Background: an optimization exercise with open tools, aiming at small area and a short achievable clock period. Do not read the settings as production practice. In this exercise RTL edits were held to simulation tests only and were not proved equivalent to the original. No activity file was given, so power comes from the tool's default toggle rates.

File: config.mk
export PLATFORM = sky130hd
export DESIGN_NAME = conv_out_ctrl
export DESIGN_NICKNAME = conv_out_ctrl
export VERILOG_FILES = /design/flow/design.v
export SDC_FILE = /design/flow/constraint.sdc
export NUM_CORES = 4
export LEC_CHECK = 0
export CAP_MARGIN = 20
export CORE_MARGIN = 2
export CORE_UTILIZATION = 60
export PLACE_DENSITY = 0.8
export SETUP_SLACK_MARGIN = 3.0
export SLEW_MARGIN = 60
File: constraint.sdc
create_clock -name core_clock -period 5.5 [get_ports {clk}]
set_input_delay 1.1000 -clock core_clock [delete_from_list [all_inputs] [get_ports {clk}]]
set_output_delay 1.1000 -clock core_clock [all_outputs]
set_load 0.01 [all_outputs]
File: design.v
package conv_pkg;
  function automatic integer sq(input integer n);
    sq = n * n;
  endfunction
  function automatic integer nbits(input integer n);
    nbits = $clog2(n + 1);
  endfunction
  localparam int K_DIM  = 3;
  localparam int I_DIM  = 8;
  localparam int M_BITS = 16;
  localparam int O_DIM  = K_DIM + I_DIM - 1;
  localparam int O_SIZE = sq(O_DIM);
  localparam int O_BITS = nbits(O_DIM);
  localparam int A_BITS = nbits(O_SIZE);
  typedef enum logic [0:0] {FILL, DRAIN} out_state_t;
  typedef logic [A_BITS-1:0] addr_t;
  typedef logic [M_BITS-1:0] word_t;
  typedef logic [O_BITS-1:0] coord_t;
endpackage
module out_frame_buf (
  input  logic  clk,
  input  logic  clr,
  input  logic [conv_pkg::O_DIM-1:0]  wrow,
  input  logic [conv_pkg::O_DIM-1:0]  wcol,
  input  conv_pkg::word_t wdata,
  input  logic [conv_pkg::O_DIM-1:0]  rrow,
  input  logic [conv_pkg::O_DIM/2-1:0][conv_pkg::O_DIM-1:0] rcsel,
  output conv_pkg::word_t rdata,
  output logic  rvalid
);
  localparam int N = conv_pkg::O_DIM;
  conv_pkg::word_t             mem [0:conv_pkg::O_SIZE-1];
  logic [conv_pkg::O_SIZE-1:0] written;
  logic [conv_pkg::O_SIZE-1:0] we;
  always_comb begin
    for (int r = 0; r < N; r++)
      for (int c = 0; c < N; c++)
        we[r*N+c] = wrow[r] && wcol[c];
  end
  always_ff @(posedge clk) begin
    for (int s = 0; s < conv_pkg::O_SIZE; s++)
      if (we[s]) mem[s] <= wdata;
  end
  always_ff @(posedge clk) begin
    if (clr) written <= '0;
    else     written <= written | we;
  end
  conv_pkg::word_t row_data [0:N-1];
  logic [N-1:0]    row_valid;
  always_comb begin
    for (int r = 0; r < N; r++) begin
      row_data[r]  = '0;
      row_valid[r] = 1'b0;
      for (int c = 0; c < N; c++) begin
        row_data[r]  = row_data[r]  | (mem[r*N+c] & {conv_pkg::M_BITS{rcsel[r/2][c]}});
        row_valid[r] = row_valid[r] | (written[r*N+c] & rcsel[r/2][c]);
      end
    end
    rdata  = '0;
    rvalid = 1'b0;
    for (int r = 0; r < N; r++) begin
      rdata  = rdata  | (row_data[r] & {conv_pkg::M_BITS{rrow[r]}});
      rvalid = rvalid | (row_valid[r] & rrow[r]);
    end
  end
endmodule
module conv_out_ctrl (
  input  logic                clk,
  input  logic                rst,
  input  logic [conv_pkg::M_BITS-1:0] in_data,
  input  logic [2*conv_pkg::O_BITS-1:0] in_user,
  input  logic                in_last,
  input  logic                in_valid,
  output logic                in_ready,
  output logic [conv_pkg::M_BITS-1:0] out_data,
  output logic                out_last,
  output logic                out_valid,
  input  logic                out_ready,
  output logic                err_range,
  output logic                err_miss
);
  localparam int N = conv_pkg::O_DIM;
  logic            drain_q;       
  logic            fill_q;        
  logic [N-1:0]    rrow_q;        
  logic [N-1:0]    rcol_q;        
  logic [N/2-1:0][N-1:0] rcsel_q; 
  logic [N-1:0]    rrow_n, rcol_n;
  logic            last_q;        
  logic            shown_valid_q; 
  conv_pkg::word_t dout_q;        
  conv_pkg::word_t dout_h_q;      
  logic            last_h_q;      
  logic [N-1:0]    wrow_q, wcol_q;
  conv_pkg::word_t wdata_q;
  conv_pkg::coord_t row, col;
  logic [N-1:0]    wrow, wcol;
  logic            acc, in_range, in_hit0, pend_hit;
  conv_pkg::word_t rdata;
  logic            rvalid;
  logic            hs_out, done, advance;
  assign row = in_user[2*conv_pkg::O_BITS-1:conv_pkg::O_BITS];
  assign col = in_user[conv_pkg::O_BITS-1:0];
  assign acc = in_valid && !drain_q;
  always_comb begin
    for (int i = 0; i < N; i++) begin
      wrow[i] = acc && (row == conv_pkg::coord_t'(i));
      wcol[i] = (col == conv_pkg::coord_t'(i));
    end
  end
  assign in_range = (row < conv_pkg::coord_t'(N)) && (col < conv_pkg::coord_t'(N));
  assign in_hit0  = wrow[0] && wcol[0];
  assign pend_hit = wrow_q[0] && (drain_q ? wcol_q[1] : wcol_q[0]);
  assign hs_out  = drain_q && out_ready;
  assign done    = hs_out && last_q;
  assign advance = (acc && in_last) || hs_out;
  always_ff @(posedge clk) begin
    if (rst) begin
      wrow_q <= '0;
    end else begin
      wrow_q <= wrow;
    end
    wcol_q  <= wcol;
    wdata_q <= in_data;
  end
  out_frame_buf u_buf (
    .clk    (clk),
    .clr    (rst || done),
    .wrow   (wrow_q),
    .wcol   (wcol_q),
    .wdata  (wdata_q),
    .rrow   (rrow_q),
    .rcsel  (rcsel_q),
    .rdata  (rdata),
    .rvalid (rvalid)
  );
  always_comb begin
    rrow_n = rrow_q;
    rcol_n = rcol_q;
    if (rst || done) begin
      rrow_n = {{(N-1){1'b0}}, 1'b1};
      rcol_n = {{(N-1){1'b0}}, 1'b1};
    end else if (advance) begin
      rcol_n = {rcol_q[N-2:0], rcol_q[N-1]};
      if (rcol_q[N-1]) rrow_n = {rrow_q[N-2:0], rrow_q[N-1]};
    end
  end
  always_ff @(posedge clk) begin
    rrow_q <= rrow_n;
    rcol_q <= rcol_n;
    for (int g = 0; g < N/2; g++)
      rcsel_q[g] <= rcol_n & {N{rrow_n[2*g] || rrow_n[2*g+1]}};
    if (rst || done) begin
      drain_q <= 1'b0;
      fill_q  <= 1'b1;
    end else if (acc && in_last) begin
      drain_q <= 1'b1;
      fill_q  <= 1'b0;
    end
  end
  logic            load;
  conv_pkg::word_t dout_n;
  logic            last_n;
  assign load   = !drain_q || out_ready;
  assign dout_n = in_hit0 ? in_data : pend_hit ? wdata_q : (rvalid ? rdata : '0);
  assign last_n = drain_q && rrow_q[N-1] && rcol_q[N-1];
  always_ff @(posedge clk) begin
    if (load) begin
      dout_h_q      <= dout_n;
      last_h_q      <= last_n;
      shown_valid_q <= in_hit0 || pend_hit || rvalid;
    end
    dout_q <= load ? dout_n : dout_h_q;
    last_q <= load ? last_n : last_h_q;
  end
  assign in_ready  = fill_q;
  assign out_valid = drain_q;
  assign out_data  = dout_q;
  assign out_last  = last_q;
  always_ff @(posedge clk) begin
    if (rst) begin
      err_range <= 1'b0;
      err_miss  <= 1'b0;
    end else begin
      if (acc && !in_range)
        err_range <= 1'b1;
      if (hs_out && !shown_valid_q)
        err_miss <= 1'b1;
    end
  end
endmodule
File: flow/run.sh
#!/bin/bash
# Standard ORFS layout, except that the port buffers start as buf_4
# (resizable within the buf footprint) instead of the default pick.
set -euo pipefail
bash standard.sh BUFFER_PORTS_ARGS="-buffer_cell sky130_fd_sc_hd__buf_4" finish > orfs_make.log 2>&1
File: standard.sh
#!/bin/bash
# synth_recipe.tcl (not shown) runs the flow's synth.tcl, then flattens the netlist and writes it again
# the make line also repeats each setting of config.mk as NAME=value (left out here)
make -C /OpenROAD-flow-scripts/flow DESIGN_CONFIG=/design/flow/config.mk WORK_HOME=/design/flow/orfs CLKGATE_MAP_FILE= SYNTH_SCRIPT=/design/flow/synth_recipe.tcl "${@:-finish}"
==> results of run 1 <==
[logic make-up (layout without fill, tap and decap cells)]
group / count (synthesis) / count (layout) / share of synthesized area (%)
buffers and inverters: 255 / 484 / 1.60
DFF: 1828 / 1828 / 80.8
and+or+nand+nor: 528 / 528 / 4.32
AOI/OAI and AO/OA: 1117 / 1117 / 13.0
other: 0 / 6 / 0
muxes: 20 / 20 / 0.306
[worst paths after layout]
check                          from                 to  slack, ns  cells past startpoint
setup / recovery         in_user[0]       dout_h_q[10]       2.61                      6
hold / removal          in_data[13]        wdata_q[13]       0.43                      1
hold reg to reg   u_buf.written[82]  u_buf.written[82]       0.47                      1
setup reg to reg        rcsel_q[46]       dout_h_q[13]       2.87                      7
[per-stage QoR]
stage	util [%]	setup WS [ns]
after detailed placement	62.8	2.22
after global routing	68.7	2.77
after CTS	68.0	2.93
after global placement	61.8	1.77
final	68.7	2.61
after floorplan	-	3.05
[critical path, stage by stage]
cell	delay [ns]
buf_4	0.13
nor4_1	0.58
and4_4	0.73
nor2_1	0.18
a21oi_1	0.45
o31ai_1	0.17
[final cells by class]
type / count / share of cell area (%)
diodes: 6 / 0.0202
clock buffers: 209 / 5.98
clock inverters: 94 / 1.25
inverters: 5 / 0.0252
multi-input cells: 1665 / 16.3
flip-flops and latches: 1828 / 71.1
well taps: 1414 / 2.38
repair buffers: 176 / 2.90
[routing by layer]
metal | vias up | routed length (µm) | share of wire [%] | track usage, %
met5 | - | 23 | 0.012 | 0
met4 | 4 | 11300 | 6.1 | 17.7
met3 | 630 | 29000 | 16 | 11.5
met2 | 3690 | 84400 | 45 | 48.6
met1 | 19500 | 61500 | 33 | 41.9
li1 | 15600 | - | - | -
[what timing repair did]
action,4_1_cts,5_1_grt
hold buffers,0,0
pin swaps,24,43
gates resized for setup,79,105
buffers inserted,5,12
endpoints found under the setup margin,59,51
cloned,0,4
[state kept, by name, indices dropped and copies added (netlist names), 10 cells and up]
name / flops
u_buf.written: 100
dout_h_q: 16
u_buf.mem: 1600
wcol_q: 10
rcsel_q: 50
rcol_q: 10
wrow_q: 10
rrow_q: 10
wdata_q: 16
[power by group]
part           switching, mW  leakage (nW)  total, mW  internal [mW]
registers             0.0879          16.3       15.2           15.1
logic                  0.343          5.04      0.486          0.143
clock network           5.01          2.61       11.4           6.43
total                   5.44          24.0       27.1           21.7
[cell usage after synthesis, drive strengths merged]
master	instances
edfxtp	1618
nor3	17
o211ai	1
nand2b	7
nand3b	1
clkbuf	180
and2	140
a22oi	654
nand2	97
o21a	100
nor4	17
o31ai	17
mux2i	20
o21ai	74
dfxtp	210
nor2b	3
and3	2
a221oi	98
a21oi	22
buf	70
nor2	53
a31oi	2
a31o	1
a22o	148
inv	5
nand4b	1
and4	1
nand4	116
nand3	73
[cell usage in the layout (no fill, tap or decap), types with 8 or more instances in the layout]
cell        instances
o21ai_0            27
a22oi_2            11
a221oi_1           83
o21a_1            100
dfxtp_1           162
nor2_1             50
and2_4             29
and2_2             70
clkinv_1           26
dfxtp_2            14
dfxtp_4            34
clkinv_4            9
buf_16              9
nor3_1             16
a21oi_1            18
and2_1             41
a221oi_2           15
bufinv_16          14
o21ai_2            16
o31ai_1            16
clkbuf_1           34
clkinvlp_4          8
nand2_1            96
edfxtp_1         1618
o21ai_1            24
nand4_1           116
clkbuf_16         174
a22o_4              8
mux2i_1            20
buf_4              79
a22oi_1           643
nand3_1            72
buf_12             29
clkinv_2           23
a22o_1            138
buf_6              47
==> results.ini, run 1 <==
[die]
die_w_um = 334
initial_core_util_pct = 60.3
die_area_mm2 = 0.112
die_h_um = 334
io_pins = 50
num_rows = 121
core_mm2 = 0.108

[power]
p_leak_nw = 24.0
p_total_mw = 27.1
ir_drop_mv = 0.274
powerDensity_mw_per_mm2 = 364

[sta]
hold_viol_final = 0
fin_skew_ns = 0.0444
slew_headroom_pct = 51.2
drv_slew = 0
worstMarginPinSlew_ns = 0.731
timing.hold.ws_ns = 0.431
period_share_pct = 52.6
fin_setup_tns_ns = 0
rsz0062_at_grt = true
timing.fmax_mhz = 346
post-route-min-period_ns = 2.89
setup_viol = 0

[routing]
vias_per_cell = 7.31
vias = 39400
drtAntennaViolNets = 0
drtIter0Drc = 7376
firstDrtPassIters = 7
wl_per_cell_um = 34.5
drc = 0
drt-total-wl_um = 186000

[layout]
multi_input_area_mm2 = 0.0122
register_area_mm2 = 0.0529
instances_no_fill = 5397
nets = 3866
syn2layout_area_growth_pct = 13.9
nFillCells = 6166
layout-drive-gt1-share_pct = 16.3
finalInstanceArea_mm2 = 0.0744

[yosys]
yosys_warnings = 4
postSynthNetCount = 3777
yosys.cell_types.count = 36
ys_ff_latch = 1828
syn_inst = 3748
netlist.top_cell.by_area = edfxtp_1
synth_seq_area_share_pct = 80.8
mappedNetlistArea_mm2 = 0.0653
syn_area_per_cell_um2 = 17.4
synth_area_leaders = edfxtp_1 74%, a22oi_1 7.5%, dfxtp_1 6.4%
synth_top_area_share_pct = 74.4

[clock_network]
clkSinkCount = 1828
clkLatencyLatePin_ns = 0.79
cts_tree = built
clk_pin_slew_worst_paths_ns = 0.07
cts_root_buf = clkbuf_16
cts-buffers-inserted = 161
htree_levels = 4
clock_path_buffers = 3

[worst_setup_path]
critPathKind = in2reg
critical_path.max_fanout = 49
critical_path_arrival_ns = 3.38
critPathLaunchType = input port
worst_setup_path_end_kind = flip-flop
crit_required_ns = 5.98

[placement]
dp_hpwl_um = 103000
dpl_cell_area_mm2 = 0.0680
placedCellCount = 5066
io_buffers = 49
place_congestion = 0.920

[grt]
grt_pass1_wl_um = 261000
gr-usage-all-layers_pct = 32.5
grt_max_degree = 62
grt_overflow = 0
antenna_found_initial = 9
first_global_vias = 38000

[worst_hold_path]
hp-class = in2reg

[flow_run]
maxCapViolCount = 0

[status]
run_status = timing/DRC/antenna clean

==> run 2, diff against run 1 <==
--- a/config.mk
+++ b/config.mk
@@ -8,6 +8,5 @@
 export CAP_MARGIN = 20
 export CORE_MARGIN = 2
 export CORE_UTILIZATION = 60
-export PLACE_DENSITY = 0.8
 export SETUP_SLACK_MARGIN = 3.0
-export SLEW_MARGIN = 60
+export SLEW_MARGIN = 30
==> run 2 against run 1 <==
Effect of this change:
- via count down 4.4%
- first-iteration DRC count down 30%
- synthesized cell count unchanged
- critical path depth up 1
- critical endpoint unchanged
==> results.ini, run 2 <==
[status]
run_status = timing/DRC/antenna clean

[worst_setup_path]
critical_path_arrival_ns = 3.12  ; -0.26 ns
r2r_slack_ns = 2.88  ; about the same
crit_required_ns = 6.00  ; +0.02 ns
critPathKind = reg2reg
critPathLaunchType = flip-flop
worst_setup_path_end_kind = flip-flop
critical_path.max_fanout = 34  ; -31%

[die]
core_mm2 = 0.108  ; unchanged
die_h_um = 334  ; unchanged
io_pins = 50  ; unchanged
die_w_um = 334  ; unchanged
num_rows = 121  ; unchanged
die_area_mm2 = 0.112  ; unchanged
initial_core_util_pct = 60.3  ; unchanged

[yosys]
ys_ff_latch = 1828  ; unchanged
synth_top_area_share_pct = 74.4  ; unchanged
synth_edf_count = 1618  ; unchanged
ys_async_sr_fraction_pct = 0  ; unchanged
netlist.top_cell.by_area = edfxtp_1
mappedNetlistArea_mm2 = 0.0653  ; unchanged
yosys_warnings = 4  ; unchanged
yosysMostFrequentCell = edfxtp_1
synthFlopType = edfxtp_1
synth_area_leaders = edfxtp_1 74%, a22oi_1 7.5%, dfxtp_1 6.4%
syn_area_per_cell_um2 = 17.4  ; unchanged
synth_common_cells = 1618 x edfxtp_1, 654 x a22oi_1, 210 x dfxtp_1
yosys.cell_types.count = 36  ; unchanged
syn_inst = 3748  ; unchanged
synth_seq_area_share_pct = 80.8  ; unchanged
postSynthNetCount = 3777  ; unchanged

[sta]
worstMarginPinSlew_ns = 1.02  ; +0.288 ns
hold_viol_final = 0  ; unchanged
timing.fmax_mhz = 381  ; +10%
period_share_pct = 47.7  ; -4.9 points
setup_viol = 0  ; unchanged
fin_skew_ns = 0.0218  ; -0.0226 ns
slew_headroom_pct = 32.0  ; -19 points
fin_setup_tns_ns = 0  ; unchanged
post-route-min-period_ns = 2.62  ; -0.270 ns
drv_slew = 0  ; unchanged
rsz0062_at_grt = true

[grt]
grt_overflow = 0  ; unchanged
gr-usage-all-layers_pct = 33.4  ; +0.88 points
antenna_found_initial = 22  ; +13
first_global_vias = 35700  ; -5.8%
grt_max_degree = 102  ; +65%
grt_pass1_wl_um = 263000  ; +0.64%

[routing]
firstDrtPassIters = 5  ; -2
drtAntennaViolNets = 0  ; unchanged
drtIter0Drc = 5175  ; -30%
drc = 0  ; unchanged
vias = 37700  ; -4.4%
wl_per_cell_um = 34.8  ; +0.82%
drt-total-wl_um = 188000  ; +0.80%
vias_per_cell = 6.98  ; -4.4%

[layout]
largest_reg_flops = 1600  ; unchanged
final_common_cell = edfxtp_1
reg_top3 = u_buf.mem x1600, u_buf.written x100, rcsel_q x50
layout_common_cells = 1618 x edfxtp_1, 638 x a22oi_1, 191 x clkbuf_16
layout-drive-gt1-share_pct = 15.7  ; -0.66 points
nFillCells = 6952  ; +13%
largest_register = u_buf.mem
syn2layout_area_growth_pct = 13.8  ; about the same
finalInstanceArea_mm2 = 0.0744  ; about the same
nets = 3856  ; -0.26%

[clock_network]
clk_pin_slew_worst_paths_ns = 0.06  ; about the same
clkSinkCount = 1828  ; unchanged
clkLatencyLatePin_ns = 0.78  ; about the same
clock_path_buffers = 3  ; unchanged
htree_levels = 4  ; unchanged
cts_tree = built
cts-buffers-inserted = 175  ; +8.7%
cts_root_buf = clkbuf_16

[power]
ir_drop_mv = 0.299  ; +9.1%
p_leak_nw = 23.9  ; -0.23%
powerDensity_mw_per_mm2 = 370  ; +1.7%

[placement]
dp_hpwl_um = 104000  ; +1.6%
place_congestion = 0.924  ; +0.41%
dpl_cell_area_mm2 = 0.0673  ; -1.0%
io_buffers = 49  ; unchanged

[worst_hold_path]
hp-class = reg2reg

[flow_run]
maxCapViolCount = 0  ; unchanged

run 2: cell count changes in the layout (fill, tap and decap cells not counted), moves of 8 or more:
cell	previous run	this run
and2_4	29	0
and2_2	70	90
clkbuf_16	174	191
clkbuf_8	5	21
clkbuf_1	34	45
buf_4	79	69
and2_1	41	50
clkinv_4	9	1
dfxtp_4	34	26
run 2: timing repair:
item	CTS	global route
gates cloned	0	2
setup buffers	3	14
hold buffers	0	0
resized for setup	151	149
pin swaps	33	52
endpoints found under the setup margin	88	136
run 2: final timing paths:
check                     from           endpoint  cells past startpoint
max reg2reg        rcsel_q[14]       dout_h_q[10]                      7
min          u_buf.written[83]  u_buf.written[83]                      1
min reg2reg  u_buf.written[83]  u_buf.written[83]                      1
max                rcsel_q[14]       dout_h_q[10]                      7
run 2: critical path, stage by stage (launching register included):
cell	delay, ns
dfxtp_1	0.31
buf_6	0.19
a22o_1	0.27
a221oi_1	0.26
nand4_1	0.43
a22o_1	0.37
nor4_1	0.32
o31ai_1	0.13
run 2: per-stage QoR:
step / hold slack, ns / power [mW] / worst slack (ns) / utilization, % / instances
finish: 0.468 / 27.5 / 2.88 / 68.6 / 5396
global route: 0.452 / 28.2 / 2.86 / 68.6 / 5391
CTS: 0.432 / 27.6 / 2.86 / 67.8 / 5366
detailed placement: 0.454 / 15.9 / 1.74 / 62.1 / 5040
floorplan: 0.441 / 15.6 / 3.05 / - / 3748
global placement: 0.447 / 15.9 / 1.74 / 61.8 / 5030
run 2: cells by family after synthesis:
family	count (synthesis)	share of synthesized area [%]
DFF	1828	80.8
AOI/OAI and AO/OA	1117	13.0
and+or+nand+nor	528	4.32
buffers and inverters	255	1.60
muxes	20	0.306
run 2: metal layers:
layer	up-vias	track usage [%]	wire (µm)
li1	15600	-	-
met1	19500	48.5	75400
met2	2290	49.5	85000
met3	337	7.51	20600
met4	12	13.5	6660
met5	-	0	70
run 2: report_power, final:
group / internal, mW / switching, mW / total (mW)
registers: 15.1 / 0.132 / 15.2
logic: 0.103 / 0.298 / 0.401
clock network: 6.94 / 4.96 / 11.9
total: 22.2 / 5.39 / 27.5
run 2: cell type report:
cell class                      count  area [µm²]  area share, %
Sequential cell                  1828       52900           71.1
Multi-Input combinational cell   1665       12200           16.3
Clock buffer                      255        5190           6.97
Tap cell                         1414        1770           2.38
Timing Repair Buffer              152        1770           2.38
Clock inverter                     68         551          0.740
Antenna cell                        9        22.5         0.0303
Inverter                            5        18.8         0.0252
==> run 3, diff against run 2 <==
--- a/design.v
+++ b/design.v
@@ -170,8 +170,13 @@
       last_h_q      <= last_n;
       shown_valid_q <= in_hit0 || pend_hit || rvalid;
     end
-    dout_q <= load ? dout_n : dout_h_q;
-    last_q <= load ? last_n : last_h_q;
+    if (rst) begin
+      dout_q <= '0;
+      last_q <= 1'b0;
+    end else begin
+      dout_q <= load ? dout_n : dout_h_q;
+      last_q <= load ? last_n : last_h_q;
+    end
   end
   assign in_ready  = fill_q;
   assign out_valid = drain_q;
--- a/config.mk
+++ b/config.mk
@@ -8,5 +8,6 @@
 export CAP_MARGIN = 20
 export CORE_MARGIN = 2
 export CORE_UTILIZATION = 60
-export SETUP_SLACK_MARGIN = 3.0
-export SLEW_MARGIN = 30
+export PLACE_DENSITY = 0.5
+export SETUP_SLACK_MARGIN = 3.05
+export SLEW_MARGIN = 40
==> run 3 against run 2 <==
Effect of this change:
- first-iteration DRC count grew 14%
- utilization grew 0.36 points
- still clean on timing, DRC and antenna
- clock power is essentially flat
- fmax grew 3.0%
- critical endpoint is now dout_q[8]
==> results.ini, run 3 <==
[layout]
register_area_mm2 = 0.0531  ; +0.32%
finalInstanceArea_mm2 = 0.0752  ; +1.1%
reg_top3 = u_buf.mem x1600, u_buf.written x100, rcsel_q x50
nFillCells = 7037  ; +1.2%
layout_common_cells = 1601 x edfxtp_1, 769 x a22oi_1, 208 x dfxtp_1
syn2layout_area_growth_pct = 13.7
largest_register = u_buf.mem
largest_reg_flops = 1600  ; unchanged
layout-drive-gt1-share_pct = 15.9  ; +0.18 points
nets = 4082  ; +5.9%
multi_input_area_mm2 = 0.0127  ; +4.4%
final_common_cell = edfxtp_1

[sta]
period_share_pct = 46.3  ; -1.4 points
rsz0062_at_grt = true
post-route-min-period_ns = 2.55  ; -0.0765 ns
hold_viol_final = 0  ; unchanged
slew_headroom_pct = 36.9  ; +4.8 points
fin_setup_tns_ns = 0  ; unchanged
setup_viol = 0  ; unchanged
worstMarginPinSlew_ns = 0.940  ; -0.0799 ns
drv_slew = 0  ; unchanged
timing.fmax_mhz = 392  ; +3.0%
fin_ws_ns = 2.95  ; +0.0765 ns
fin_skew_ns = 0.0205  ; -0.00129 ns

[routing]
drtAntennaViolNets = 0  ; unchanged
drtIter0Drc = 5907  ; +14%
drc = 0  ; unchanged
drt-total-wl_um = 196000  ; +4.5%
firstDrtPassIters = 8  ; +3
wl_per_cell_um = 34.8  ; about the same
vias = 39000  ; +3.5%
vias_per_cell = 6.92  ; -0.88%

[yosys]
syn_area_per_cell_um2 = 16.7  ; -4.1%
synth_seq_area_share_pct = 80.1  ; -0.70 points
ys_ff_latch = 1845  ; +0.93%
postSynthNetCount = 3982  ; +5.4%
ys_async_sr_fraction_pct = 0  ; unchanged
synth_top_area_share_pct = 72.7  ; -1.6 points
synth_edf_count = 1601  ; -1.1%
synth_common_cells = 1601 x edfxtp_1, 782 x a22oi_1, 244 x dfxtp_1
mappedNetlistArea_mm2 = 0.0661  ; +1.2%
synthFlopType = edfxtp_1
yosysMostFrequentCell = edfxtp_1
syn_inst = 3953  ; +5.5%
synth_area_leaders = edfxtp_1 73%, a22oi_1 8.9%, dfxtp_1 7.4%
netlist.top_cell.by_area = edfxtp_1
yosys.cell_types.count = 39  ; +8.3%
yosys_warnings = 4  ; unchanged

[power]
powerDensity_mw_per_mm2 = 371  ; +0.21%
p_leak_nw = 24.5  ; +2.5%
ir_drop_mv = 0.341  ; +14%

[worst_setup_path]
critical_path_arrival_ns = 3.19  ; +0.07 ns
cp_slowest_cell = o21ai_1
crit_required_ns = 6.15  ; +0.15 ns
cpPeakStageDelay_ns = 0.47  ; +0.04 ns
critPathLaunchType = flip-flop
path_buf_inv = 1  ; unchanged
worst_setup_path_end_kind = flip-flop
path_delay_family = simple AND/OR/NAND/NOR gates
critical_path.max_fanout = 34  ; unchanged
crit_chain = buf_6, a22oi_1, nand3_1, o21ai_1, nand4_1, nor3_2, o41ai_1
critPathKind = reg2reg

[die]
die_h_um = 336  ; +0.59%
initial_core_util_pct = 60.7  ; +0.38 points
io_pins = 50  ; unchanged
num_rows = 121  ; unchanged
core_mm2 = 0.109  ; +0.56%
die_w_um = 336  ; +0.59%
die_area_mm2 = 0.113  ; +1.2%

[placement]
dpl_cell_area_mm2 = 0.0682  ; +1.3%
place_congestion = 0.907  ; -1.8%
pre_cts_slack_ns = 2.26  ; +0.520 ns
io_buffers = 49  ; unchanged
dp_hpwl_um = 110000  ; +5.8%

[grt]
antenna_found_initial = 10  ; -55%
grt_overflow = 0  ; unchanged
first_global_vias = 37200  ; +4.1%
gr-usage-all-layers_pct = 34.5  ; +1.1 points
grt_max_degree = 91  ; -11%
grt_pass1_wl_um = 272000  ; +3.7%

[flow_run]
maxCapViolCount = 0  ; unchanged

[clock_network]
clkSinkCount = 1845  ; +0.93%
cts_tree = built
htree_levels = 4  ; unchanged
clkLatencyLatePin_ns = 0.79  ; about the same
hold_buffers = 0  ; unchanged
clk_pin_slew_worst_paths_ns = 0.06  ; about the same
clock_path_buffers = 3  ; unchanged
cts_root_buf = clkbuf_16
cts-buffers-inserted = 177  ; +1.1%

[worst_hold_path]
hp-class = in2reg

[status]
run_status = timing/DRC/antenna clean

[run 3: cell types whose count changed in the layout (fill, tap and decap cells not counted), sizes merged, moves of 64 or more]
| cell | delta |
|---|---|
| a22o | -97 |
| nand3 | +82 |
| nand2 | +64 |
| o21ai | +66 |
| a221oi | -64 |
| a22oi | +128 |
[run 3: per-layer routing]
| metal | GRT usage [%] | wire [µm] | share of wire (%) | vias up |
|---|---|---|---|---|
| met3 | 8.86 | 23800 | 12 | 330 |
| met5 | 0 | 11 | 0.0056 | - |
| met1 | 50.0 | 76900 | 39 | 20000 |
| met2 | 51.3 | 88700 | 45 | 2515 |
| met4 | 12.3 | 6750 | 3.4 | 2 |
| li1 | - | - | - | 16200 |
[run 3: worst paths after layout]
check,start,end,slack (ns),depth (start not counted)
setup / recovery,rcsel_q[36],dout_q[8],2.95,7
hold reg to reg,u_buf.written[82],u_buf.written[82],0.47,1
hold / removal,in_data[0],wdata_q[0],0.44,1
setup reg to reg,rcsel_q[36],dout_q[8],2.95,7
[run 3: metrics by stage]
stage	utilization, %	instances	power (mW)	hold WS [ns]
floorplan	-	3953	15.8	0.441
global placement	62.4	5257	16.0	0.447
detailed placement	62.6	5258	16.0	0.453
CTS	68.2	5591	27.9	0.400
global route	68.9	5622	28.5	0.422
finish	69.0	5636	27.9	0.436
[run 3: logic make-up after synthesis]
kind of cell,count (synthesis),synth area share [%]
flops,1845,80.1
mux,20,0.303
buf+inv,260,1.60
compound gates,1166,12.9
simple gates,662,5.05
[run 3: layout make-up]
class | instances | area share, %
Multi-Input combinational cell | 1848 | 16.9
Sequential cell | 1845 | 70.6
Tap cell | 1414 | 2.35
Clock inverter | 70 | 0.869
Inverter | 3 | 0.0150
Timing Repair Buffer | 178 | 2.35
Antenna cell | 17 | 0.0566
Clock buffer | 261 | 6.89
[run 3: timing repair]
item / CTS / global route
gates resized for setup: 123 / 134
gates cloned: 0 / 7
setup buffers: 2 / 20
pin swaps: 13 / 23
endpoints found under the setup margin: 87 / 65
[run 3: worst register-to-register path: stages, from the launching register on]
cell	delay, ns
dfxtp_1	0.31
buf_6	0.22
a22oi_1	0.27
nand3_1	0.22
o21ai_1	0.47
nand4_1	0.35
nor3_2	0.44
o41ai_1	0.13
[run 3: power breakdown]
part	switching, mW	internal [mW]
registers	0.107	15.2
logic	0.329	0.106
clock network	5.04	7.11
==> run 4, diff against run 3 <==
--- a/design.v
+++ b/design.v
@@ -165,18 +165,16 @@
   assign dout_n = in_hit0 ? in_data : pend_hit ? wdata_q : (rvalid ? rdata : '0);
   assign last_n = drain_q && rrow_q[N-1] && rcol_q[N-1];
   always_ff @(posedge clk) begin
-    if (load) begin
-      dout_h_q      <= dout_n;
-      last_h_q      <= last_n;
-      shown_valid_q <= in_hit0 || pend_hit || rvalid;
+    if (rst) begin
+      dout_h_q <= '0;
+      last_h_q <= 1'b0;
+    end else if (load) begin
+      dout_h_q <= dout_n;
+      last_h_q <= last_n;
     end
-    if (rst) begin
-      dout_q <= '0;
-      last_q <= 1'b0;
-    end else begin
-      dout_q <= load ? dout_n : dout_h_q;
-      last_q <= load ? last_n : last_h_q;
-    end
+    if (load) shown_valid_q <= in_hit0 || pend_hit || rvalid;
+    dout_q <= load ? dout_n : dout_h_q;
+    last_q <= load ? last_n : last_h_q;
   end
   assign in_ready  = fill_q;
   assign out_valid = drain_q;
--- a/config.mk
+++ b/config.mk
@@ -8,6 +8,5 @@
 export CAP_MARGIN = 20
 export CORE_MARGIN = 2
 export CORE_UTILIZATION = 60
-export PLACE_DENSITY = 0.5
-export SETUP_SLACK_MARGIN = 3.05
-export SLEW_MARGIN = 40
+export SETUP_SLACK_MARGIN = 3.0
+export SLEW_MARGIN = 60
==> run 4 against run 3 <==
Effect of this change:
- sequential power is essentially flat
- clock power about the same
- worst setup slack worse by 0.039 ns
- first-iteration DRC count fell by 0.78%
- worst hold slack better by 0.012 ns
- flip-flop and latch count unchanged
- total power shrank 0.81%
- die area did not move
- critical path type unchanged
- largest cell class unchanged
- highest routed layer unchanged
==> results.ini, run 4 <==
[status]
run_status = timing/DRC/antenna clean

[yosys]
ys_ff_latch = 1845  ; unchanged
yosys_warnings = 4  ; unchanged
netlist.top_cell.by_area = edfxtp_1
mappedNetlistArea_mm2 = 0.0661  ; unchanged
synth_area_leaders = edfxtp_1 73%, a22oi_1 8.9%, dfxtp_1 7.4%
syn_area_per_cell_um2 = 16.7  ; unchanged
synth_top_area_share_pct = 72.7  ; unchanged
synthFlopType = edfxtp_1
yosys.cell_types.count = 39  ; unchanged
synth_seq_area_share_pct = 80.1  ; unchanged
postSynthNetCount = 3982  ; unchanged
synth_common_cells = 1601 x edfxtp_1, 782 x a22oi_1, 244 x dfxtp_1
syn_inst = 3953  ; unchanged
ys_async_sr_fraction_pct = 0  ; unchanged
yosysMostFrequentCell = edfxtp_1
synth_edf_count = 1601  ; unchanged

[power]
powerDensity_mw_per_mm2 = 368  ; -0.76%
p_leak_nw = 24.5  ; -0.16%
ir_drop_mv = 0.305  ; -11%
p_total_mw = 27.7  ; -0.81%

[routing]
vias_per_cell = 6.93  ; about the same
drtIter0Drc = 5861  ; -0.78%
drt-total-wl_um = 194000  ; -1.1%
drc = 0  ; unchanged
drtAntennaViolNets = 0  ; unchanged
firstDrtPassIters = 9  ; +1
wl_per_cell_um = 34.5  ; -0.82%
vias = 38900  ; -0.26%

[flow_run]
maxCapViolCount = 0  ; unchanged

[grt]
grt.busiest_layer = met2
grt.met1_usage_pct = 49.6  ; -0.39 points
grt_pass1_wl_um = 270000  ; -0.75%
gr-usage-all-layers_pct = 34.3  ; -0.20 points
grt_overflow = 0  ; unchanged
met2_usage_pct = 51.3  ; +0.097 points
gr-usage-met3_pct = 8.62  ; -0.25 points
first_global_vias = 37000  ; -0.53%
antenna_found_initial = 9  ; -1
grt_max_degree = 91  ; unchanged

[layout]
layout_common_cells = 1601 x edfxtp_1, 781 x a22oi_1, 204 x dfxtp_1
final_common_cell = edfxtp_1
nets = 4072  ; -0.24%
nFillCells = 7021  ; -0.23%
layout-drive-gt1-share_pct = 16.0  ; +0.12 points
finish.utilization_pct = 68.9  ; about the same
largest_reg_flops = 1600  ; unchanged
syn2layout_area_growth_pct = 13.7  ; about the same
largest_register = u_buf.mem
reg_top3 = u_buf.mem x1600, u_buf.written x100, rcsel_q x50

[worst_setup_path]
cp.depth = 7  ; unchanged
worst_setup_path_end_kind = flip-flop
reg2reg_depth = 7  ; unchanged
critical_path.max_fanout = 34  ; unchanged
r2r_slack_ns = 2.91  ; -0.04 ns
critPathLaunch = rcsel_q[38]
crit_required_ns = 6.13  ; -0.02 ns
rr_endpoint = dout_h_q[5]
path_delay_family = compound AO/OA/AOI/OAI gates
critPathLaunchType = flip-flop
cpPeakStageDelay_ns = 0.48  ; about the same
critPathKind = reg2reg
path_buf_inv = 1  ; unchanged
crit_chain = buf_4, a22oi_1, nand3_1, o21ai_1, nand4_1, nor3_2, o41ai_1
cp_slowest_cell = o21ai_1
critical_path_arrival_ns = 3.22  ; +0.03 ns
worstReg2RegStart = rcsel_q[38]

[clock_network]
cts-buffers-inserted = 175  ; -1.1%
cts_root_buf = clkbuf_16
htree_levels = 4  ; unchanged
cts_tree = built
clkSinkCount = 1845  ; unchanged
clk_pin_slew_worst_paths_ns = 0.06  ; about the same
clkLatencyLatePin_ns = 0.79  ; about the same
clock_path_buffers = 3  ; unchanged

[die]
die_h_um = 336  ; unchanged
io_pins = 50  ; unchanged
num_rows = 121  ; unchanged
die_w_um = 336  ; unchanged
core_mm2 = 0.109  ; unchanged
die_area_mm2 = 0.113  ; unchanged
initial_core_util_pct = 60.7  ; unchanged

[sta]
drv_slew = 0  ; unchanged
timing.fmax_mhz = 387  ; -1.5%
worstMarginPinSlew_ns = 0.662  ; -0.278 ns
setup_viol = 0  ; unchanged
slew_headroom_pct = 55.6  ; +19 points
fin_skew_ns = 0.0325  ; +0.0120 ns
period_share_pct = 47.0  ; +0.71 points
rsz0062_at_grt = false
hold_viol_final = 0  ; unchanged
post-route-min-period_ns = 2.59  ; +0.0388 ns
fin_setup_tns_ns = 0  ; unchanged

[placement]
place_congestion = 0.894  ; -1.5%
dp_hpwl_um = 110000  ; about the same
io_buffers = 49  ; unchanged

[worst_hold_path]
hold_depth = 1  ; unchanged
hp-class = in2reg
worstHoldStart = in_data[0]
hold_end = wdata_q[0]

-- run 4: cell types whose count changed after synthesis --
cell / previous run / this run
buf_1: 6 / 5
clkbuf_1: 210 / 211
-- run 4: cell families (layout without fill, tap and decap cells) --
logic type	after synthesis	in the layout	share of synthesized area, %
AO/OA/AOI/OAI	1166	1166	12.9
buffers and inverters	260	498	1.60
flip-flops	1845	1845	80.1
multiplexers	20	20	0.303
other	0	14	0
AND/OR/NAND/NOR	662	662	5.05
-- run 4: layout make-up --
type                            count  area (µm²)  area share, %
Multi-Input combinational cell   1848       12700           16.9
Tap cell                         1414        1770           2.35
Antenna cell                       14        35.0         0.0466
Clock buffer                      245        5010           6.67
Clock inverter                     80         694          0.924
Inverter                            3        11.3         0.0150
Timing Repair Buffer              170        1810           2.41
Sequential cell                  1845       53100           70.6
-- run 4: worst max-delay path by stage --
stage / endpoint / slack, ns
floorplan: dout_h_q[10] / 3.01
global placement: dout_h_q[1] / 2.08
detailed placement: dout_h_q[0] / 2.37
CTS: dout_q[12] / 2.98
global route: dout_h_q[2] / 2.99
finish: dout_h_q[5] / 2.91
-- run 4: per-stage QoR --
stage	setup slack (ns)	instance area [µm²]	hold WS, ns	cells
CTS	2.98	74600	0.400	5593
global route	2.99	75100	0.424	5605
detailed placement	2.37	68700	0.454	5263
finish	2.91	75200	0.447	5619
global placement	2.08	68000	0.447	5253
floorplan	3.01	66100	0.441	3953
-- run 4: metal layers --
metal	up-vias	share of wire [%]
li1	16200	-
met3	315	12
met2	2578	45
met5	-	0.0067
met1	19900	39
met4	2	3.3
-- run 4: timing repair --
item                                    CTS  global route
gates resized for setup                  49            53
pin swaps                                 7            15
endpoints found under the setup margin   34            33
hold buffers                              0             0
gates cloned                              2             0
buffers inserted                          3             1
hold endpoints to repair                  0             0
-- run 4: report_power, final --
group	internal (mW)	leakage [nW]	switching [mW]
clock network	6.90	2.80	4.99
logic	0.131	5.30	0.372
registers	15.2	16.4	0.0730
total	22.2	24.5	5.44
==> run 5, diff against run 4 <==
--- a/design.v
+++ b/design.v
@@ -95,7 +95,11 @@
   conv_pkg::word_t wdata_q;
   conv_pkg::coord_t row, col;
   logic [N-1:0]    wrow, wcol;
-  logic            acc, in_range, in_hit0, pend_hit;
+  logic            acc, in_range, in_hit0;
+  logic            pend_sel_q;    
+  logic [1:0]      hide;          
+  conv_pkg::word_t rdata_all;
+  logic            rvalid_all;
   conv_pkg::word_t rdata;
   logic            rvalid;
   logic            hs_out, done, advance;
@@ -110,7 +114,15 @@
   end
   assign in_range = (row < conv_pkg::coord_t'(N)) && (col < conv_pkg::coord_t'(N));
   assign in_hit0  = wrow[0] && wcol[0];
-  assign pend_hit = wrow_q[0] && (drain_q ? wcol_q[1] : wcol_q[0]);
+  always_comb begin
+    for (int c = 0; c < 2; c++)
+      hide[c] = !rst && wrow[0] && wcol[c];
+  end
+  always_ff @(posedge clk) begin
+    pend_sel_q <= !rst && wrow[0] && (in_last ? wcol[1] : wcol[0]);
+  end
+  assign rdata_all  = rdata | (wdata_q & {conv_pkg::M_BITS{pend_sel_q}});
+  assign rvalid_all = rvalid || pend_sel_q;
   assign hs_out  = drain_q && out_ready;
   assign done    = hs_out && last_q;
   assign advance = (acc && in_last) || hs_out;
@@ -149,7 +161,8 @@
     rrow_q <= rrow_n;
     rcol_q <= rcol_n;
     for (int g = 0; g < N/2; g++)
-      rcsel_q[g] <= rcol_n & {N{rrow_n[2*g] || rrow_n[2*g+1]}};
+      rcsel_q[g] <= rcol_n & {N{rrow_n[2*g] || rrow_n[2*g+1]}}
+                    & ~((g == 0) ? {{(N-2){1'b0}}, hide} : {N{1'b0}});
     if (rst || done) begin
       drain_q <= 1'b0;
       fill_q  <= 1'b1;
@@ -162,19 +175,21 @@
   conv_pkg::word_t dout_n;
   logic            last_n;
   assign load   = !drain_q || out_ready;
-  assign dout_n = in_hit0 ? in_data : pend_hit ? wdata_q : (rvalid ? rdata : '0);
+  assign dout_n = in_hit0 ? in_data : (rvalid_all ? rdata_all : '0);
   assign last_n = drain_q && rrow_q[N-1] && rcol_q[N-1];
   always_ff @(posedge clk) begin
+    if (load) begin
+      dout_h_q      <= dout_n;
+      last_h_q      <= last_n;
+      shown_valid_q <= in_hit0 || rvalid_all;
+    end
     if (rst) begin
-      dout_h_q <= '0;
-      last_h_q <= 1'b0;
-    end else if (load) begin
-      dout_h_q <= dout_n;
-      last_h_q <= last_n;
-    end
-    if (load) shown_valid_q <= in_hit0 || pend_hit || rvalid;
-    dout_q <= load ? dout_n : dout_h_q;
-    last_q <= load ? last_n : last_h_q;
+      dout_q <= '0;
+      last_q <= 1'b0;
+    end else begin
+      dout_q <= load ? dout_n : dout_h_q;
+      last_q <= load ? last_n : last_h_q;
+    end
   end
   assign in_ready  = fill_q;
   assign out_valid = drain_q;
--- a/config.mk
+++ b/config.mk
@@ -8,5 +8,5 @@
 export CAP_MARGIN = 20
 export CORE_MARGIN = 2
 export CORE_UTILIZATION = 60
-export SETUP_SLACK_MARGIN = 3.0
+export SETUP_SLACK_MARGIN = 3.15
 export SLEW_MARGIN = 60
==> run 5 against run 4 <==
Effect of this change:
- critical endpoint is now dout_h_q[5]
- largest power group unchanged
- fmax fell by 8.9%
- worst setup slack worse by 0.25 ns
- synthesized area down 0.62%
- synthesized cell count down 5.5%
==> results.ini, run 5 <==
[flow_run]
maxCapViolCount = 0  ; unchanged

[worst_setup_path]
cpPeakStageDelay_ns = 0.56  ; +0.08 ns
crit_chain = buf_4, a22oi_1, nand3_1, o21ai_2, nand4_1, and4bb_4, buf_12, nand2_4, and2_4
critical_path_arrival_ns = 3.50  ; +0.28 ns
critPathKind = reg2reg
path_buf_inv = 2  ; +1
critPathLaunchType = flip-flop
critical_path.max_fanout = 18  ; -47%
cp_slowest_cell = and4bb_4
path_delay_family = simple AND/OR/NAND/NOR gates
crit_required_ns = 6.16  ; +0.03 ns
worst_setup_path_end_kind = flip-flop

[routing]
drc = 0  ; unchanged
drtIter0Drc = 5713  ; -2.5%
drtAntennaViolNets = 0  ; unchanged
wl_per_cell_um = 35.7  ; +3.3%
drt-total-wl_um = 196000  ; +0.84%
vias_per_cell = 7.03  ; +1.5%
firstDrtPassIters = 9  ; unchanged
vias = 38500  ; -1.0%

[clock_network]
cts_tree = built
cts_root_buf = clkbuf_16
clkSinkCount = 1846  ; +0.054%
clk_pin_slew_worst_paths_ns = 0.06  ; about the same
hold_buffers = 0  ; unchanged
htree_levels = 4  ; unchanged
cts-buffers-inserted = 176  ; +0.57%
clock_path_buffers = 3  ; unchanged
clkLatencyLatePin_ns = 0.78  ; about the same

[sta]
fin_setup_tns_ns = 0  ; unchanged
drv_slew = 0  ; unchanged
fin_skew_ns = 0.0245  ; -0.00800 ns
timing.fmax_mhz = 352  ; -8.9%
slew_headroom_pct = 53.9  ; -1.6 points
period_share_pct = 51.6  ; +4.6 points
rsz0062_at_grt = true
worstMarginPinSlew_ns = 0.689  ; +0.0265 ns
timing.hold.ws_ns = 0.469  ; +0.0212 ns
setup_viol = 0  ; unchanged
hold_viol_final = 0  ; unchanged
post-route-min-period_ns = 2.84  ; +0.251 ns

[layout]
finish.utilization_pct = 69.3  ; +0.40 points
syn2layout_area_growth_pct = 14.7
layout-drive-gt1-share_pct = 17.6  ; +1.6 points
nets = 3933  ; -3.4%
layout_common_cells = 1601 x edfxtp_1, 557 x a22oi_1, 185 x clkbuf_16
largest_register = u_buf.mem
reg_top3 = u_buf.mem x1600, u_buf.written x100, rcsel_q x50
instances_no_fill = 5483  ; -2.4%
largest_reg_flops = 1600  ; unchanged
final_common_cell = edfxtp_1

[placement]
place_congestion = 0.923  ; +3.3%
io_buffers = 49  ; unchanged
placedCellCount = 5088  ; -3.3%
dp_hpwl_um = 112000  ; +1.8%

[worst_hold_path]
hp-class = reg2reg

[yosys]
ys_async_sr_fraction_pct = 0  ; unchanged
synth_common_cells = 1601 x edfxtp_1, 562 x a22oi_1, 245 x dfxtp_1
synthFlopType = edfxtp_1
synth_edf_count = 1601  ; unchanged
mappedNetlistArea_mm2 = 0.0657  ; -0.62%
synth_top_area_share_pct = 73.2  ; +0.45 points
ys_ff_latch = 1846  ; +0.054%
yosys_warnings = 4  ; unchanged
yosysMostFrequentCell = edfxtp_1
syn_inst = 3736  ; -5.5%
synth_seq_area_share_pct = 80.6  ; +0.53 points
syn_area_per_cell_um2 = 17.6  ; +5.2%
yosys.cell_types.count = 43  ; +10%
netlist.top_cell.by_area = edfxtp_1
postSynthNetCount = 3765  ; -5.4%
synth_area_leaders = edfxtp_1 73%, dfxtp_1 7.5%, a22oi_1 6.4%

[die]
num_rows = 121  ; unchanged
io_pins = 50  ; unchanged
initial_core_util_pct = 60.4  ; -0.21 points
die_w_um = 335  ; -0.31%
core_mm2 = 0.109  ; -0.28%
die_h_um = 335  ; -0.31%
die_area_mm2 = 0.112  ; -0.61%

[power]
switching_share_pct = 19.8  ; +0.11 points
powerDensity_mw_per_mm2 = 364  ; -1.0%
ir_drop_mv = 0.283  ; -7.2%
p_leak_nw = 24.1  ; -1.5%
pwr-share-clk_pct = 42.4  ; -0.6 points
combPwrFrac_pct = 2.0  ; +0.2 points
p_switching_mw = 5.43  ; -0.19%
seq_power_share_pct = 55.6  ; +0.4 points
intPower_mw = 22.0  ; -0.88%

[grt]
grt_max_degree = 82  ; -9.9%
antenna_found_initial = 13  ; +4
grt_overflow = 0  ; unchanged
gr-usage-all-layers_pct = 34.9  ; +0.58 points
gr-usage-met3_pct = 8.11  ; -0.50 points
first_global_vias = 36600  ; -1.1%
grt_pass1_wl_um = 274000  ; +1.2%
grt.met1_usage_pct = 49.3  ; -0.29 points
met2_usage_pct = 53.2  ; +1.8 points
grt.busiest_layer = met2

[status]
run_status = timing/DRC/antenna clean

run 5: final timing paths:
kind	start	to	slack (ns)	cells after the start
setup / recovery	rcsel_q[40]	dout_h_q[5]	2.66	9
setup reg to reg	rcsel_q[40]	dout_h_q[5]	2.66	9
hold / removal	u_buf.written[60]	u_buf.written[60]	0.47	1
hold reg to reg	u_buf.written[60]	u_buf.written[60]	0.47	1
run 5: what timing repair did:
item | CTS | global route
pin swaps | 40 | 17
buffers inserted | 26 | 9
gates cloned | 5 | 1
endpoints found under the setup margin | 86 | 100
gates resized for setup | 144 | 21
run 5: layer usage:
metal | routed length [µm] | vias up
li1 | - | 15800
met1 | 75200 | 19800
met3 | 22100 | 414
met5 | 109 | -
met2 | 90600 | 2445
met4 | 7630 | 14
run 5: area by class of cell:
type,count,area (µm²)
antenna,19,47.5
clock buffer,257,5050
clock inverter,67,495
fill,7007,33300
inverter,5,18.8
multi-input combinational,1632,12200
sequential,1846,53200
tap,1414,1770
timing repair buffer,243,2680
run 5: per-stage QoR:
step	setup slack [ns]	power, mW	cell area, µm²
global route	2.66	28.1	75300
CTS	2.75	27.5	74900
global placement	2.09	16.0	67600
finish	2.66	27.5	75400
floorplan	2.82	15.8	65700
detailed placement	2.36	16.1	68500
run 5: cells by family (layout without fill, tap and decap cells):
family | Yosys count | in the layout | synth area share [%]
compound gates | 1092 | 1093 | 13.0
buf+inv | 260 | 572 | 1.61
flops | 1846 | 1846 | 80.6
mux | 9 | 9 | 0.137
other cells | 0 | 19 | 0
simple gates | 529 | 530 | 4.62
run 5: power groups by stage:
stage          clock (mW)  sequential [mW]  combinational (mW)
6_report             11.6             15.3               0.541
4_1_cts              11.7             15.3               0.507
2_1_floorplan           0             15.6               0.133
3_5_place_dp            0             15.6               0.493
3_3_place_gp            0             15.7               0.355
5_1_grt              12.3             15.3               0.560
==> run 6, diff against run 5 <==
--- a/config.mk
+++ b/config.mk
@@ -8,5 +8,5 @@
 export CAP_MARGIN = 20
 export CORE_MARGIN = 2
 export CORE_UTILIZATION = 60
-export SETUP_SLACK_MARGIN = 3.15
+export SETUP_SLACK_MARGIN = 3.3
 export SLEW_MARGIN = 60
==> run 6 against run 5 <==
Effect of this change:
- still clean
- worst hold slack got worse by 0.015 ns
- die area is the same
- clock power is 3% higher
- critical endpoint unchanged
==> results.ini, run 6 <==
[clock_network]
clkLatencyLatePin_ns = 0.79  ; about the same
clock_path_buffers = 3  ; unchanged
cts_root_buf = clkbuf_16
cts-buffers-inserted = 179  ; +1.7%
htree_levels = 4  ; unchanged
cts_tree = built
clk_pin_slew_worst_paths_ns = 0.06  ; about the same
clkSinkCount = 1846  ; unchanged

[worst_setup_path]
critPathKind = reg2reg
r2r_slack_ns = 2.65  ; about the same
crit_required_ns = 6.17  ; about the same
critical_path_arrival_ns = 3.52  ; +0.02 ns
worst_setup_path_end_kind = flip-flop
critical_path.max_fanout = 5  ; -13
critPathLaunchType = flip-flop
rr_endpoint = dout_h_q[5]
worstReg2RegStart = rcsel_q[10]
reg2reg_depth = 8  ; -1

[placement]
dp_hpwl_um = 108000  ; -3.8%
io_buffers = 49  ; unchanged
place_congestion = 0.896  ; -3.0%

[grt]
first_global_vias = 36500  ; -0.15%
grt_pass1_wl_um = 272000  ; -0.62%
grt_overflow = 0  ; unchanged
grt_max_degree = 72  ; -12%
antenna_found_initial = 12  ; -1
gr-usage-all-layers_pct = 34.6  ; -0.29 points

[power]
switching_share_pct = 19.6  ; -0.14 points
ir_drop_mv = 0.270  ; -4.8%
p_leak_nw = 24.2  ; +0.27%
seq_power_share_pct = 55.0  ; -0.6 points
p_switching_mw = 5.46  ; +0.56%
powerDensity_mw_per_mm2 = 367  ; +0.80%
intPower_mw = 22.4  ; +1.4%
combPwrFrac_pct = 2.0  ; about the same
pwr-share-clk_pct = 43.1  ; +0.7 points

[yosys]
ys_ff_latch = 1846  ; unchanged
synth_edf_count = 1601  ; unchanged
synth_common_cells = 1601 x edfxtp_1, 562 x a22oi_1, 245 x dfxtp_1
synth_seq_area_share_pct = 80.6  ; unchanged
synth_area_leaders = edfxtp_1 73%, dfxtp_1 7.5%, a22oi_1 6.4%
synthFlopType = edfxtp_1
syn_inst = 3736  ; unchanged
yosys.cell_types.count = 43  ; unchanged
yosysMostFrequentCell = edfxtp_1
ys_async_sr_fraction_pct = 0  ; unchanged
mappedNetlistArea_mm2 = 0.0657  ; unchanged
syn_area_per_cell_um2 = 17.6  ; unchanged
netlist.top_cell.by_area = edfxtp_1
postSynthNetCount = 3765  ; unchanged
yosys_warnings = 4  ; unchanged
synth_top_area_share_pct = 73.2  ; unchanged

[die]
num_rows = 121  ; unchanged
io_pins = 50  ; unchanged
die_area_mm2 = 0.112  ; unchanged
initial_core_util_pct = 60.4  ; unchanged
core_mm2 = 0.109  ; unchanged
die_h_um = 335  ; unchanged
die_w_um = 335  ; unchanged

[layout]
reg_top3 = u_buf.mem x1600, u_buf.written x100, rcsel_q x50
syn2layout_area_growth_pct = 15.3
layout-drive-gt1-share_pct = 18.4  ; +0.81 points
largest_register = u_buf.mem
nets = 3913  ; -0.51%
final_common_cell = edfxtp_1
layout_common_cells = 1601 x edfxtp_1, 556 x a22oi_1, 188 x clkbuf_16
largest_reg_flops = 1600  ; unchanged
finish.utilization_pct = 69.7  ; +0.33 points

[sta]
post-route-min-period_ns = 2.85  ; +0.00987 ns
worstMarginPinSlew_ns = 0.641  ; -0.0473 ns
drv_slew = 0  ; unchanged
fin_setup_tns_ns = 0  ; unchanged
rsz0062_at_grt = true
hold_viol_final = 0  ; unchanged
period_share_pct = 51.8  ; +0.18 points
timing.fmax_mhz = 351  ; -0.35%
fin_skew_ns = 0.0273  ; +0.00279 ns
setup_viol = 0  ; unchanged
slew_headroom_pct = 56.8  ; +2.9 points

[routing]
wl_per_cell_um = 35.8  ; +0.22%
drt-total-wl_um = 195000  ; -0.40%
drc = 0  ; unchanged
firstDrtPassIters = 6  ; -3
vias_per_cell = 7.09  ; +0.91%
drtIter0Drc = 5621  ; -1.6%
drtAntennaViolNets = 0  ; unchanged
vias = 38600  ; +0.29%

[status]
run_status = timing/DRC/antenna clean

[flow_run]
maxCapViolCount = 0  ; unchanged

[worst_hold_path]
hold_depth = 1  ; unchanged
hold_end = wdata_q[11]
hp-class = in2reg
worstHoldStart = in_data[11]

## run 6: cell counts after synthesis
Identical to the previous run, type by type.
## run 6: kinds of logic (layout without fill, tap and decap cells)
logic type / count (synthesis) / in the layout / synth area share (%)
buffers and inverters: 260 / 552 / 1.61
AOI/OAI and AO/OA: 1092 / 1092 / 13.0
DFF: 1846 / 1846 / 80.6
other: 0 / 5 / 0
muxes: 9 / 9 / 0.137
and+or+nand+nor: 529 / 531 / 4.62
## run 6: worst max-delay path, cell delays in order (launching register included)
cell and delay (ns):
dfxtp_4 0.39, buf_12 0.16, a22o_1 0.22, a221oi_2 0.21, nand4_1 0.50, a222oi_1 0.70, and3_4 0.32, a21oi_2 0.07
and2_1 0.15
## run 6: area by class of cell
type	instances	area [µm²]
timing repair buffer	220	2650
multi-input combinational	1632	12400
sequential	1846	53200
clock buffer	244	5000
antenna	5	12.5
fill	6929	33000
tap	1414	1770
inverter	5	18.8
clock inverter	83	729
## run 6: metal layers
layer  GRT usage (%)  up-vias  wire, µm
met1            48.8    20000     75000
met5               0        -        59
met2            52.8     2458     90300
met4            13.4        8      7820
met3            8.20      382     21700
li1                -    15800         -
## run 6: timing repair
action | 4_1_cts | 5_1_grt
hold buffers | 0 | 0
cloned | 10 | 1
resized for setup | 188 | 21
setup endpoints to repair | 104 | 75
pin swaps | 48 | 17
setup buffers | 35 | 9
## run 6: worst max path at each step
| stage | startpoint | endpoint | cells past startpoint |
|---|---|---|---|
| after floorplan | in_user[2] | dout_q[5] | 7 |
| after global placement | in_user[2] | dout_q[4] | 6 |
| after detailed placement | in_user[2] | dout_q[8] | 9 |
| after CTS | rcsel_q[11] | dout_h_q[2] | 8 |
| after global routing | rcsel_q[11] | dout_h_q[2] | 8 |
| final | rcsel_q[10] | dout_h_q[5] | 8 |
## run 6: through the flow
step / area [µm²] / worst slack (ns) / hold slack (ns) / cells / total power [mW]
after global routing: 75700 / 2.68 / 0.435 / 5445 / 28.5
final: 75700 / 2.65 / 0.453 / 5449 / 27.8
after detailed placement: 68400 / 2.28 / 0.454 / 5054 / 16.1
after floorplan: 65900 / 2.82 / 0.441 / 3736 / 15.8
after CTS: 75400 / 2.76 / 0.408 / 5426 / 27.9
after global placement: 67500 / 2.03 / 0.446 / 5021 / 16.0
## run 6: power by group through the flow
stage          logic, mW  registers (mW)  clock network [mW]
6_report           0.549            15.3                12.0
5_1_grt            0.569            15.3                12.6
4_1_cts            0.510            15.3                12.1
3_5_place_dp       0.481            15.6                   0
3_3_place_gp       0.351            15.7                   0
2_1_floorplan      0.137            15.6                   0
==> run 7, diff against run 6 <==
--- a/design.v
+++ b/design.v
@@ -83,9 +83,11 @@
   logic            drain_q;       
   logic            fill_q;        
   logic [N-1:0]    rrow_q;        
-  logic [N-1:0]    rcol_q;        
   logic [N/2-1:0][N-1:0] rcsel_q; 
-  logic [N-1:0]    rrow_n, rcol_n;
+  logic [N-1:0]    rcol;          
+  logic [N-1:0]    rrow_adv, rcol_adv;
+  logic [N/2-1:0][N-1:0] rcsel_adv;
+  logic            restart;
   logic            last_q;        
   logic            shown_valid_q; 
   conv_pkg::word_t dout_q;        
@@ -95,11 +97,7 @@
   conv_pkg::word_t wdata_q;
   conv_pkg::coord_t row, col;
   logic [N-1:0]    wrow, wcol;
-  logic            acc, in_range, in_hit0;
-  logic            pend_sel_q;    
-  logic [1:0]      hide;          
-  conv_pkg::word_t rdata_all;
-  logic            rvalid_all;
+  logic            acc, in_range, in_hit0, pend_hit;
   conv_pkg::word_t rdata;
   logic            rvalid;
   logic            hs_out, done, advance;
@@ -114,15 +112,7 @@
   end
   assign in_range = (row < conv_pkg::coord_t'(N)) && (col < conv_pkg::coord_t'(N));
   assign in_hit0  = wrow[0] && wcol[0];
-  always_comb begin
-    for (int c = 0; c < 2; c++)
-      hide[c] = !rst && wrow[0] && wcol[c];
-  end
-  always_ff @(posedge clk) begin
-    pend_sel_q <= !rst && wrow[0] && (in_last ? wcol[1] : wcol[0]);
-  end
-  assign rdata_all  = rdata | (wdata_q & {conv_pkg::M_BITS{pend_sel_q}});
-  assign rvalid_all = rvalid || pend_sel_q;
+  assign pend_hit = wrow_q[0] && (drain_q ? wcol_q[1] : wcol_q[0]);
   assign hs_out  = drain_q && out_ready;
   assign done    = hs_out && last_q;
   assign advance = (acc && in_last) || hs_out;
@@ -147,23 +137,23 @@
     .rvalid (rvalid)
   );
   always_comb begin
-    rrow_n = rrow_q;
-    rcol_n = rcol_q;
-    if (rst || done) begin
-      rrow_n = {{(N-1){1'b0}}, 1'b1};
-      rcol_n = {{(N-1){1'b0}}, 1'b1};
+    rcol = '0;
+    for (int g = 0; g < N/2; g++) rcol = rcol | rcsel_q[g];
+    rcol_adv = {rcol[N-2:0], rcol[N-1]};
+    rrow_adv = rcol[N-1] ? {rrow_q[N-2:0], rrow_q[N-1]} : rrow_q;
+    for (int g = 0; g < N/2; g++)
+      rcsel_adv[g] = rcol_adv & {N{rrow_adv[2*g] || rrow_adv[2*g+1]}};
+  end
+  assign restart = rst || done;
+  always_ff @(posedge clk) begin
+    if (restart) begin
+      rrow_q  <= {{(N-1){1'b0}}, 1'b1};
+      rcsel_q <= {{(N*N/2-1){1'b0}}, 1'b1};
     end else if (advance) begin
-      rcol_n = {rcol_q[N-2:0], rcol_q[N-1]};
-      if (rcol_q[N-1]) rrow_n = {rrow_q[N-2:0], rrow_q[N-1]};
+      rrow_q  <= rrow_adv;
+      rcsel_q <= rcsel_adv;
     end
-  end
-  always_ff @(posedge clk) begin
-    rrow_q <= rrow_n;
-    rcol_q <= rcol_n;
-    for (int g = 0; g < N/2; g++)
-      rcsel_q[g] <= rcol_n & {N{rrow_n[2*g] || rrow_n[2*g+1]}}
-                    & ~((g == 0) ? {{(N-2){1'b0}}, hide} : {N{1'b0}});
-    if (rst || done) begin
+    if (restart) begin
       drain_q <= 1'b0;
       fill_q  <= 1'b1;
     end else if (acc && in_last) begin
@@ -175,13 +165,13 @@
   conv_pkg::word_t dout_n;
   logic            last_n;
   assign load   = !drain_q || out_ready;
-  assign dout_n = in_hit0 ? in_data : (rvalid_all ? rdata_all : '0);
-  assign last_n = drain_q && rrow_q[N-1] && rcol_q[N-1];
+  assign dout_n = in_hit0 ? in_data : pend_hit ? wdata_q : (rvalid ? rdata : '0);
+  assign last_n = drain_q && rrow_q[N-1] && rcsel_q[N/2-1][N-1];
   always_ff @(posedge clk) begin
     if (load) begin
       dout_h_q      <= dout_n;
       last_h_q      <= last_n;
-      shown_valid_q <= in_hit0 || rvalid_all;
+      shown_valid_q <= in_hit0 || pend_hit || rvalid;
     end
     if (rst) begin
       dout_q <= '0;
--- a/config.mk
+++ b/config.mk
@@ -8,5 +8,5 @@
 export CAP_MARGIN = 20
 export CORE_MARGIN = 2
 export CORE_UTILIZATION = 60
-export SETUP_SLACK_MARGIN = 3.3
+export SETUP_SLACK_MARGIN = 3.1
 export SLEW_MARGIN = 60
==> run 7 against run 6 <==
Effect of this change:
- still clean on timing, DRC and antenna
- count of clock-buffer cells in the layout up 6
- utilization decreased by 0.079 points
- fmax rose by 17%
- synthesized cell count is 11% higher
- critical path depth fell by 7
- global-route usage grew 1.3 points
- sequential share of layout area decreased by 0.60 points
- clock skew down 0.0060 ns
- combinational power fell by 5.1%
- final area up 0.44%
- largest power group unchanged
- highest routed layer unchanged
==> results.ini, run 7 <==
[clock_network]
clock_path_buffers = 3  ; unchanged
clkSinkCount = 1835  ; -0.60%
clkLatencyLatePin_ns = 0.78  ; about the same
cts_tree = built
cts-buffers-inserted = 179  ; unchanged
htree_levels = 4  ; unchanged

[worst_setup_path]
cp_slowest_cell = dfxtp_4
critPathLaunchType = flip-flop
path_delay_family = flip-flops
cpPeakStageDelay_ns = 0.43  ; -0.27 ns
worstReg2RegStart = rcsel_q[40]
crit_chain = buf_6
critical_path.max_fanout = 1  ; -4
path_buf_inv = 1  ; unchanged
critPathLaunch = dout_q[0]

[die]
die_w_um = 337  ; +0.47%
die_h_um = 337  ; +0.47%
io_pins = 50  ; unchanged
die_area_mm2 = 0.113  ; +0.95%
core_mm2 = 0.109  ; +0.56%
num_rows = 121  ; unchanged

[grt]
met2_usage_pct = 53.0  ; +0.15 points
grt_pass1_wl_um = 284000  ; +4.3%
first_global_vias = 37900  ; +3.7%

[power]
combPwrFrac_pct = 1.9  ; about the same
seq_power_share_pct = 55.2  ; +0.2 points
pwr-share-clk_pct = 42.9  ; -0.2 points
ir_drop_mv = 0.277  ; +2.8%
switching_share_pct = 19.8  ; +0.21 points
intPower_mw = 22.1  ; -1.1%

[sta]
fin_setup_tns_ns = 0  ; unchanged
rsz0062_at_grt = true
hold_viol_final = 0  ; unchanged
drv_slew = 0  ; unchanged
timing.hold.ws_ns = 0.472  ; +0.0188 ns
slew_headroom_pct = 53.5  ; -3.3 points
worstMarginPinSlew_ns = 0.694  ; +0.0521 ns

[yosys]
synthAdderAreaFrac_pct = 0  ; unchanged
synth_seq_area_share_pct = 79.5  ; -1.1 points
synthMuxAreaShare_pct = 0.0170  ; -0.12 points
synthSimpleGateAreaFrac_pct = 6.26  ; +1.6 points
synth_area_leaders = edfxtp_1 72%, a22oi_1 9.4%, dfxtp_1 7.1%
synthFlopType = edfxtp_1
synth_edf_count = 1601  ; unchanged
ys_async_sr_fraction_pct = 0  ; unchanged
mappedNetlistArea_mm2 = 0.0663  ; +0.96%
ys_ff_latch = 1835  ; -0.60%
yosys_warnings = 4  ; unchanged
postSynthNetCount = 4169  ; +11%
synth_top_family_by_area = compound AO/OA/AOI/OAI gates
yosys.area_share.xor_xnor_pct = 0  ; unchanged
synth_common_cells = 1601 x edfxtp_1, 827 x a22oi_1, 311 x nor2_1
syn_area_per_cell_um2 = 16.0  ; -8.9%
synth_compound_area_share_pct = 12.5  ; -0.50 points

[flow_run]
maxCapViolCount = 0  ; unchanged

[status]
run_status = timing/DRC/antenna clean

[routing]
vias_per_cell = 6.88  ; -3.0%
wl_per_cell_um = 34.5  ; -3.6%
vias = 40500  ; +4.9%
drtIter0Drc = 6341  ; +13%
drt-total-wl_um = 203000  ; +4.2%

[layout]
syn2layout_area_growth_pct = 14.7
layout-drive-gt1-share_pct = 16.5  ; -1.9 points
multi_input_area_mm2 = 0.0132  ; +6.9%
layout_common_cells = 1601 x edfxtp_1, 819 x a22oi_1, 309 x nor2_1
nFillCells = 7227  ; +4.3%
final_common_cell = edfxtp_1
largest_register = u_buf.mem
nets = 4281  ; +9.4%

[worst_hold_path]
hp-class = reg2reg

[placement]
io_buffers = 49  ; unchanged

## run 7: cell types whose count changed after synthesis, sizes merged, moves of 19 or more
cell	change
a21oi	-21
a221oi	-134
a22o	-117
a22oi	+265
and2	-71
and3	-28
nand2	+98
nand3	+133
nand4	-81
nor2	+282
nor3	+19
o21a	-100
o21ai	+135
## run 7: routing by layer
metal / vias to the layer above / part of all wire, % / wire [µm]
li1: 16800 / - / -
met1: 20600 / 39 / 78200
met2: 2697 / 45 / 91200
met3: 388 / 12 / 24400
met4: 8 / 4.5 / 9170
met5: - / 0.025 / 50
## run 7: cell families (layout without fill, tap and decap cells)
family,Yosys count,in the layout
flops,1835,1835
compound gates,1137,1137
other cells,0,12
buf+inv,276,538
simple gates,891,891
mux,1,1
## run 7: power by group through the flow
stage          clock, mW  combinational (mW)  sequential [mW]
3_5_place_dp           0               0.479             15.5
6_report            11.8               0.521             15.2
5_1_grt             12.5               0.541             15.2
2_1_floorplan          0               0.126             15.6
4_1_cts             11.9               0.488             15.2
3_3_place_gp           0               0.364             15.6
## run 7: through the flow
step | power, mW | utilization, % | area, µm² | worst slack (ns) | cells
after global placement | 15.9 | 62.5 | 68300 | 1.78 | 5497
after global routing | 28.2 | 69.6 | 76000 | 3.04 | 5879
after detailed placement | 16.0 | 63.3 | 69200 | 2.34 | 5521
after CTS | 27.6 | 68.9 | 75300 | 3.04 | 5857
final | 27.6 | 69.6 | 76100 | 3.07 | 5890
after floorplan | 15.7 | - | 66400 | 3.12 | 4140
## run 7: worst paths after layout
kind	endpoint	slack, ns	depth (start not counted)
setup / recovery	out_data[0]	3.07	1
setup reg to reg	dout_q[13]	3.07	7
hold / removal	u_buf.written[39]	0.47	2
hold reg to reg	u_buf.written[39]	0.47	2
## run 7: final cells by class
cell class / count / area share [%]
Sequential cell: 1835 / 69.6
Antenna cell: 12 / 0.0395
Inverter: 1 / 0.00493
Clock inverter: 81 / 0.834
Timing Repair Buffer: 206 / 3.06
Multi-Input combinational cell: 2029 / 17.4
Clock buffer: 250 / 6.63
Tap cell: 1476 / 2.43
## run 7: repair_timing
item / in CTS / in global routing
hold buffers: 0 / 0
resized for setup: 140 / 116
endpoints found under the setup margin: 55 / 41
setup buffers: 5 / 10
hold endpoints to repair: 0 / 0
pin swaps: 24 / 31

==> static timing again, ports no longer ideal <==
Ports are ideal in the flow. The routed layouts listed here were re-timed in OpenROAD.
Step 1 assumes that a clkbuf_16 drives the clock port and a buf_2 every other input.
Step 2, shift: input delay + t, output delay - t, t = (earliest + latest rising clock arrival at the registers) / 2. This alone moves slack from input paths to output paths.
Slacks: ideal ports / drivers / drivers and shift; pairs: ideal ports / drivers.
run	shift t [ns]	setup slack, ns
run 1	0.835	2.606 / 2.648 / 1.814
run 2	0.845	2.875 / 2.868 / 2.261
run 3	0.859	2.952 / 2.952 / 2.309
run 4	0.861	2.913 / 2.913 / 2.473
run 5	0.843	2.661 / 2.661 / 2.272
run 6	0.857	2.652 / 2.652 / 2.142
run 7	0.847	3.065 / 2.992 / 2.456
After both steps setup and hold are still met in every run listed.
